This design comes from an exercise in tuning for small area and a short achievable clock period on the open sky130 flow, not from production work.
Only simulation tests tie the RTL to the original design; equivalence was not proved.
Power is estimated from default activity; no workload was simulated.

===== config.mk =====
export PLATFORM = sky130hd
export DESIGN_NAME = rvCore
export DESIGN_NICKNAME = rvCore
export VERILOG_FILES = /design/flow/design.v
export SDC_FILE = /design/flow/constraint.sdc
export NUM_CORES = 4
export LEC_CHECK = 0
export CAP_MARGIN = 20
export CORE_MARGIN = 2
export CORE_UTILIZATION = 30
export PLACE_DENSITY = 0.5
export SLEW_MARGIN = 20

===== constraint.sdc =====
create_clock -name core_clock -period 10.0 [get_ports {clk}]
set_input_delay 2.0000 -clock core_clock [delete_from_list [all_inputs] [get_ports {clk}]]
set_output_delay 2.0000 -clock core_clock [all_outputs]
set_load 0.01 [all_outputs]

===== design.v =====
`default_nettype none
package rvPkg;
    localparam logic [6:0] opLoad   = 7'd3;
    localparam logic [6:0] opStore  = 7'd35;
    localparam logic [6:0] opRType  = 7'd51;
    localparam logic [6:0] opBranch = 7'd99;
    localparam logic [6:0] opIType  = 7'd19;
    localparam logic [6:0] opJal    = 7'd111;
    localparam int resSrcW  = 2;
    localparam int immSrcW  = 2;
    localparam int aluOpW   = 2;
    localparam int aluCtrlW = 3;
    localparam logic [resSrcW-1:0] resAlu     = 2'b00;
    localparam logic [resSrcW-1:0] resMem     = 2'b01;
    localparam logic [resSrcW-1:0] resPcPlus4 = 2'b10;
    localparam logic [immSrcW-1:0] immI = 2'b00;
    localparam logic [immSrcW-1:0] immS = 2'b01;
    localparam logic [immSrcW-1:0] immB = 2'b10;
    localparam logic [immSrcW-1:0] immJ = 2'b11;
    localparam logic [aluOpW-1:0] aluOpAdd   = 2'b00;
    localparam logic [aluOpW-1:0] aluOpSub   = 2'b01;
    localparam logic [aluOpW-1:0] aluOpFunct = 2'b10;
    localparam logic [aluCtrlW-1:0] aluAdd = 3'b000;
    localparam logic [aluCtrlW-1:0] aluSub = 3'b001;
    localparam logic [aluCtrlW-1:0] aluAnd = 3'b010;
    localparam logic [aluCtrlW-1:0] aluOr  = 3'b011;
    localparam logic [aluCtrlW-1:0] aluSlt = 3'b101;
    typedef struct packed {
        logic [6:0] funct7;
        logic [4:0] rs2;
        logic [4:0] rs1;
        logic [2:0] funct3;
        logic [4:0] rd;
        logic [6:0] opcode;
    } rTypeT;
    typedef struct packed {
        logic [11:0] imm;
        logic [4:0]  rs1;
        logic [2:0]  funct3;
        logic [4:0]  rd;
        logic [6:0]  opcode;
    } iTypeT;
    typedef struct packed {
        logic [6:0] immHi;
        logic [4:0] rs2;
        logic [4:0] rs1;
        logic [2:0] funct3;
        logic [4:0] immLo;
        logic [6:0] opcode;
    } sTypeT;
    typedef struct packed {
        logic       imm12;
        logic [5:0] imm10To5;
        logic [4:0] rs2;
        logic [4:0] rs1;
        logic [2:0] funct3;
        logic [3:0] imm4To1;
        logic       imm11;
        logic [6:0] opcode;
    } bTypeT;
    typedef struct packed {
        logic       imm20;
        logic [9:0] imm10To1;
        logic       imm11;
        logic [7:0] imm19To12;
        logic [4:0] rd;
        logic [6:0] opcode;
    } jTypeT;
    typedef union packed {
        rTypeT r;
        iTypeT i;
        sTypeT s;
        bTypeT b;
        jTypeT j;
    } rvInstr;
endpackage
`default_nettype wire
`timescale 1ns/1ps
`default_nettype none
module mainDeco (
    input  wire logic [6:0]                  op,
    output logic                             branch,
    output logic                             jump,
    output logic [rvPkg::resSrcW-1:0]        resSrc,
    output logic                             memWrite,
    output logic                             aluSrc,
    output logic [rvPkg::immSrcW-1:0]        immSrc,
    output logic                             regWrite,
    output logic [rvPkg::aluOpW-1:0]         aluOp
);
    always_comb
    begin
        branch   = 1'b0;
        jump     = 1'b0;
        resSrc   = rvPkg::resAlu;
        memWrite = 1'b0;
        aluSrc   = 1'b0;
        immSrc   = rvPkg::immI;
        regWrite = 1'b0;
        aluOp    = rvPkg::aluOpAdd;
        case (op)
            rvPkg::opLoad:
            begin
                resSrc   = rvPkg::resMem;
                aluSrc   = 1'b1;
                immSrc   = rvPkg::immI;
                regWrite = 1'b1;
                aluOp    = rvPkg::aluOpAdd;
            end
            rvPkg::opStore:
            begin
                memWrite = 1'b1;
                aluSrc   = 1'b1;
                immSrc   = rvPkg::immS;
                aluOp    = rvPkg::aluOpAdd;
            end
            rvPkg::opRType:
            begin
                regWrite = 1'b1;
                aluOp    = rvPkg::aluOpFunct;
            end
            rvPkg::opBranch:
            begin
                branch = 1'b1;
                immSrc = rvPkg::immB;
                aluOp  = rvPkg::aluOpSub;
            end
            rvPkg::opIType:
            begin
                aluSrc   = 1'b1;
                immSrc   = rvPkg::immI;
                regWrite = 1'b1;
                aluOp    = rvPkg::aluOpFunct;
            end
            rvPkg::opJal:
            begin
                jump     = 1'b1;
                resSrc   = rvPkg::resPcPlus4;
                immSrc   = rvPkg::immJ;
                regWrite = 1'b1;
            end
            default:
            begin
                regWrite = 1'b0;
            end
        endcase
    end
endmodule
`default_nettype wire
`timescale 1ns/1ps
`default_nettype none
module aluDeco (
    input  wire logic [rvPkg::aluOpW-1:0]    aluOp,
    input  wire logic [2:0]                  funct3,
    input  wire logic                        funct7b5,
    input  wire logic                        opb5,
    output logic [rvPkg::aluCtrlW-1:0]       aluCtrl
);
    always_comb
    begin
        aluCtrl = rvPkg::aluAdd;
        case (aluOp)
            rvPkg::aluOpAdd:
            begin
                aluCtrl = rvPkg::aluAdd;
            end
            rvPkg::aluOpSub:
            begin
                aluCtrl = rvPkg::aluSub;
            end
            rvPkg::aluOpFunct:
            begin
                case (funct3)
                    3'b000:  aluCtrl = (opb5 && funct7b5) ? rvPkg::aluSub : rvPkg::aluAdd;
                    3'b010:  aluCtrl = rvPkg::aluSlt;
                    3'b110:  aluCtrl = rvPkg::aluOr;
                    3'b111:  aluCtrl = rvPkg::aluAnd;
                    default: aluCtrl = rvPkg::aluAdd;
                endcase
            end
            default:
            begin
                aluCtrl = rvPkg::aluAdd;
            end
        endcase
    end
endmodule
`default_nettype wire
`timescale 1ns/1ps
`default_nettype none
module immExtend (
    input  wire rvPkg::rvInstr                instr,
    input  wire logic [rvPkg::immSrcW-1:0]    immSrc,
    output logic [31:0]                       immExt
);
    always_comb
    begin
        case (immSrc)
            rvPkg::immI:
            begin
                immExt = {{20{instr.i.imm[11]}}, instr.i.imm};
            end
            rvPkg::immS:
            begin
                immExt = {{20{instr.s.immHi[6]}}, instr.s.immHi, instr.s.immLo};
            end
            rvPkg::immB:
            begin
                immExt = {{19{instr.b.imm12}}, instr.b.imm12, instr.b.imm11,
                          instr.b.imm10To5, instr.b.imm4To1, 1'b0};
            end
            default:
            begin
                immExt = {{11{instr.j.imm20}}, instr.j.imm20, instr.j.imm19To12,
                          instr.j.imm11, instr.j.imm10To1, 1'b0};
            end
        endcase
    end
endmodule
`default_nettype wire
`timescale 1ns/1ps
`default_nettype none
module regFile (
    input  wire logic          clk,
    input  wire logic          arstN,
    input  wire logic [4:0]    ra1,
    input  wire logic [4:0]    ra2,
    input  wire logic [4:0]    wa,
    input  wire logic          we,
    input  wire logic [31:0]   wd,
    output logic [31:0]        rd1,
    output logic [31:0]        rd2
);
    logic [31:0] regs [32];
    always_ff @(posedge clk or negedge arstN)
    begin
        if (!arstN)
        begin
            for (int k = 0; k < 32; k++)
            begin
                regs[k] <= '0;
            end
        end
        else if (we && (wa != 5'd0))
        begin
            regs[wa] <= wd;
        end
    end
    assign rd1 = (ra1 == 5'd0) ? 32'd0 : regs[ra1];
    assign rd2 = (ra2 == 5'd0) ? 32'd0 : regs[ra2];
endmodule
`default_nettype wire
`timescale 1ns/1ps
`default_nettype none
module alu (
    input  wire logic [31:0]                   a,
    input  wire logic [31:0]                   b,
    input  wire logic [rvPkg::aluCtrlW-1:0]    aluCtrl,
    output logic [31:0]                        result,
    output logic                               zero
);
    always_comb
    begin
        case (aluCtrl)
            rvPkg::aluAdd:
            begin
                result = a + b;
            end
            rvPkg::aluSub:
            begin
                result = a - b;
            end
            rvPkg::aluAnd:
            begin
                result = a & b;
            end
            rvPkg::aluOr:
            begin
                result = a | b;
            end
            rvPkg::aluSlt:
            begin
                result = ($signed(a) < $signed(b)) ? 32'd1 : 32'd0;
            end
            default:
            begin
                result = a + b;
            end
        endcase
    end
    assign zero = (result == 32'd0);
endmodule
`default_nettype wire
`timescale 1ns/1ps
`default_nettype none
module rvCore #(
    parameter logic [31:0] resetAddr = 32'h0000_0000
) (
    input  wire logic          clk,
    input  wire logic          arstN,
    output logic [31:0]        instrAddr,
    input  wire logic [31:0]   instr,
    output logic [31:0]        dataAddr,
    output logic [31:0]        writeData,
    output logic               memWrite,
    input  wire logic [31:0]   readData
);
    rvPkg::rvInstr instrView;
    logic [31:0] pc;
    logic [31:0] pcNext;
    logic [31:0] pcPlus4;
    logic [31:0] pcTarget;
    logic        pcSrc;
    logic                            branch;
    logic                            jump;
    logic [rvPkg::resSrcW-1:0]       resSrc;
    logic                            memWriteDec;
    logic                            aluSrc;
    logic [rvPkg::immSrcW-1:0]       immSrc;
    logic                            regWrite;
    logic [rvPkg::aluOpW-1:0]        aluOp;
    logic [rvPkg::aluCtrlW-1:0]      aluCtrl;
    logic [31:0] immExt;
    logic [31:0] rd1;
    logic [31:0] rd2;
    logic [31:0] srcB;
    logic [31:0] aluResult;
    logic        zero;
    logic [31:0] result;
    assign instrView = instr;
    mainDeco mainDecoder (
        .op       (instrView.r.opcode),
        .branch   (branch),
        .jump     (jump),
        .resSrc   (resSrc),
        .memWrite (memWriteDec),
        .aluSrc   (aluSrc),
        .immSrc   (immSrc),
        .regWrite (regWrite),
        .aluOp    (aluOp)
    );
    aluDeco aluDecoder (
        .aluOp    (aluOp),
        .funct3   (instrView.r.funct3),
        .funct7b5 (instrView.r.funct7[5]),
        .opb5     (instrView.r.opcode[5]),
        .aluCtrl  (aluCtrl)
    );
    assign pcPlus4  = pc + 32'd4;
    assign pcTarget = pc + immExt;
    assign pcSrc    = jump | (branch & zero);
    assign pcNext   = pcSrc ? pcTarget : pcPlus4;
    always_ff @(posedge clk or negedge arstN)
    begin
        if (!arstN)
        begin
            pc <= resetAddr;
        end
        else
        begin
            pc <= pcNext;
        end
    end
    assign instrAddr = pc;
    immExtend immExtender (
        .instr  (instrView),
        .immSrc (immSrc),
        .immExt (immExt)
    );
    regFile registers (
        .clk   (clk),
        .arstN (arstN),
        .ra1   (instrView.r.rs1),
        .ra2   (instrView.r.rs2),
        .wa    (instrView.r.rd),
        .we    (regWrite),
        .wd    (result),
        .rd1   (rd1),
        .rd2   (rd2)
    );
    assign srcB = aluSrc ? immExt : rd2;
    alu aluUnit (
        .a       (rd1),
        .b       (srcB),
        .aluCtrl (aluCtrl),
        .result  (aluResult),
        .zero    (zero)
    );
    always_comb
    begin
        case (resSrc)
            rvPkg::resMem:     result = readData;
            rvPkg::resPcPlus4: result = pcPlus4;
            default:           result = aluResult;
        endcase
    end
    assign dataAddr  = aluResult;
    assign writeData = rd2;
    assign memWrite  = memWriteDec & arstN;
endmodule
`default_nettype wire

===== run.sh =====
#!/bin/bash
# synth_recipe.tcl (not shown) runs the flow's synth.tcl, then flattens the netlist and writes it again
# the make line also repeats each setting of config.mk as NAME=value (left out here)
make -C /OpenROAD-flow-scripts/flow DESIGN_CONFIG=/design/flow/config.mk WORK_HOME=/design/flow/orfs CLKGATE_MAP_FILE= SYNTH_SCRIPT=/design/flow/synth_recipe.tcl finish

==> results.txt <==
Yosys top cell area share: 46.02%
CP Max Fanout: 19
HPWL after DPL: 242400 microns
ys async rst share: 100.0%
largest net degree at the start of global routing: 153
total power: 10.57 mW
Placeable Area: 0.1848 sq mm
Synth area leaders: dfrtp_1 46%, o21ai_0 9.7%, nand2_1 8.2%
Max Cap Viol: 0
Place WS: -0.5373 ns
number of global-route vias before repair: 56640
CP Launch Type: input port
CP required: 8.00 ns
initial core utilization: 30.13%
total CTS buffers: 113
Yosys cell types: 92
Routed WL: 345000 microns
YS warnings: 7
Layout area overhead: 29.23%
gpl congestion: 1.022
Post-synth EDFFs: 0
DRT iter0 DRCs: 9359
Leakage Power: 31.17 nW
vias: 59560
power density cells: 146.9 mW/mm^2
std cell rows: 158
Die Width: 434.8 microns
Mapped Area: 0.05568 sq mm
Syn Nets: 6606
maximum vdd ir drop: 0.1444 mV
Overall Global Routing Usage: 35.44%
Critical Path AT: 7.85 ns
HP Class: reg2reg
most common cell in the netlist: nand2_1
Worst Clk Skew: 0.05427 ns
grt total ovfl: 0
slew of the pin with the lowest slew margin: 1.178 ns
number of H-tree levels: 3
clk sinks: 1024
crit path time final: 9.848 ns
die area: 0.1891 sq mm
port bufs: 162
Synth Flop Type: dfrtp_1
worst skew pair latency: 0.82 ns
fmax: 0.1015 GHz
first-pass GRT wire length: 474100 microns
sequential share of the synthesized area: 46.02%
Final Hold Viols: 0
flops & latches, synth: 1024
largest area contributor in the netlist: dfrtp_1
share of cells above drive strength 1: 19.07%
Hold-fix buffers, CTS: 0
DRC Markers: 0
Syn Inst Count: 6404
nets: 7244
max-slew violations: 0
Post-Syn Area per Cell: 8.695 sq um
clock root buffer master: clkbuf_16
critical path type: in2out
Avg WL per Cell: 35.84 microns
element type at the critical path end: output port
status: no timing/DRC/antenna violations
Clock Tree Buf Depth: 3
initial antenna violation count: 13
Reg clk slew, reported paths: 0.06 ns
CTS tree: built
die height: 434.8 microns
worst relative slew slack: 21.45%
post-route ant nets: 0
1st-pass router iterations: 10
final setup fails: 0
num ports: 163
final worst-path cycle share: 98.48%
Final TNS setup: 0 ns
vias per inst: 6.187
Synth top cells by count: 1210 x nand2_1, 1084 x o21ai_0, 1024 x dfrtp_1, 515 x clkbuf_1, 467 x a22oi_1
Setup WS post-layout: 0.1522 ns
## state kept, by name (all words and copies together), names as in the netlist
register / cells
registers.regs: 992
pc: 32
## final cells by class
class	instances	area, sq um
inverter	121	454.2
fill	18600	112900
clock buffer	155	3237
sequential	1024	25620
timing repair buffer	1094	10260
clock inverter	53	623.1
multi-input combinational	4688	28630
tap	2480	3103
antenna	12	30.03
## worst max-delay path: stages
cell and delay [ns]:
clkdlybuf4s50_1 0.46, buf_12 0.18, or3_1 0.51, nor2_4 0.46, buf_12 0.30, buf_4 0.20, a21oi_1 0.06, nand4_1 0.10
nor2_1 0.05, a22o_1 0.31, buf_4 0.19, ha_1 0.30, inv_1 0.08, buf_4 0.14, nand4_1 0.15, buf_4 0.18
a21oi_1 0.19, a211oi_1 0.10, buf_4 0.15, o211ai_1 0.14, nand3_2 0.18, a21o_1 0.19, nand2_1 0.07, o21ai_0 0.07
o211ai_1 0.28, buf_4 0.19, clkdlybuf4s50_1 0.53
## path summary, 6_finish.rpt
kind                                        startpoint  cells past startpoint  slack, ns                endpoint
worst max-delay path                         instr[16]                     27       0.15            dataAddr[31]
worst min register to register  registers.regs[18][17]                      2       0.51  registers.regs[18][17]
max in group asynchronous                        arstN                      4       5.79   registers.regs[15][0]
worst min-delay path            registers.regs[18][17]                      2       0.51  registers.regs[18][17]
worst max register to register   registers.regs[27][0]                     27       2.88                   pc[0]
min in group asynchronous                        arstN                      1       1.11  registers.regs[30][24]
## per-stage QoR
stage	instances	cell area, sq um	utilization [%]	hold slack, ns
4_1_cts	9595	71440	38.65	0.5082
5_1_grt	9616	71930	38.92	0.5352
3_5_place_dp	9385	67490	36.51	0.4944
6_report	9627	71960	38.93	0.5088
2_1_floorplan	6404	55680	-	0.4703
3_3_place_gp	9385	67490	36.51	0.4862
## power by group
group	internal, mW	switching [mW]	total (mW)
clock network	2.50	1.95	4.45
registers	4.24	0.168	4.41
logic	0.647	1.06	1.71
## cells in the final DEF (no fill, tap or decap), types with 30 or more instances in the layout
cell type,instances
nand2_1,1185
o21ai_0,1046
dfrtp_1,1024
buf_4,798
a22oi_1,467
a22o_1,219
a21oi_1,213
nor2_1,199
a221oi_1,194
clkdlybuf4s50_1,154
nand3_1,152
ha_1,131
buf_12,130
nand4_1,115
clkbuf_16,114
inv_1,113
a222oi_1,65
nor2_4,62
nor3_1,47
o211ai_1,45
mux2i_1,40
xnor2_1,34
a21o_1,33
o21ai_2,32
xor2_1,30
## cell families (layout without fill, tap and decap cells)
group	Yosys count	count (layout)	share of synthesized area, %
other	0	12	0
XOR/XNOR	64	64	1.007
buffers and inverters	692	1423	4.802
flip-flops	1024	1024	46.02
multiplexers	50	50	0.9325
adder cells (fa/ha/maj)	136	136	3.096
AO/OA/AOI/OAI	2492	2492	29.23
AND/OR/NAND/NOR	1946	1946	14.91
## routing by layer
metal,share of wire (%),up-vias,GRT usage [%],routed length (microns)
li1,-,24820,-,-
met1,38,29050,44.40,131800
met2,43,4383,53.90,149400
met3,11,1310,9.650,36900
met4,7.8,6,22.36,26860
met5,0.0096,-,0,33
## what timing repair did
| item | 4_1_cts | 5_1_grt |
|---|---|---|
| endpoints found under the hold margin | 0 | 0 |
| gates resized for setup | 19 | 62 |
| pin swaps | 2 | 27 |
| setup endpoints to repair | 18 | 17 |
| setup buffers | 2 | 20 |

-- separate check: timing with driven ports --
In the flow no input, the clock included, has a driving cell. The finished layout below was timed again as built, in two steps. Step 1 sets driving cells, clkbuf_16 on the clock port and buf_2 on the other inputs (assumed; they add their load-dependent delay and slew). Step 2 times the ports against the registers' clock, not the clock port: input delays grow and output delays shrink by t, the midpoint of the rising clock arrivals with the driver on. a / b / c = ideal ports / drivers / drivers and shift; a / b = the first two.
t (ns): 0.890
slack for setup (ns): 0.152 / 0.125 / 0.125
hold WS [ns]: 0.509 / 0.509 / 0.509
worst slew at a driven data input, ns: 0.09
After both steps this run still meets setup and hold. The setup slack of this run moves by -0.027 ns with the drivers and by -0.027 ns with both steps.
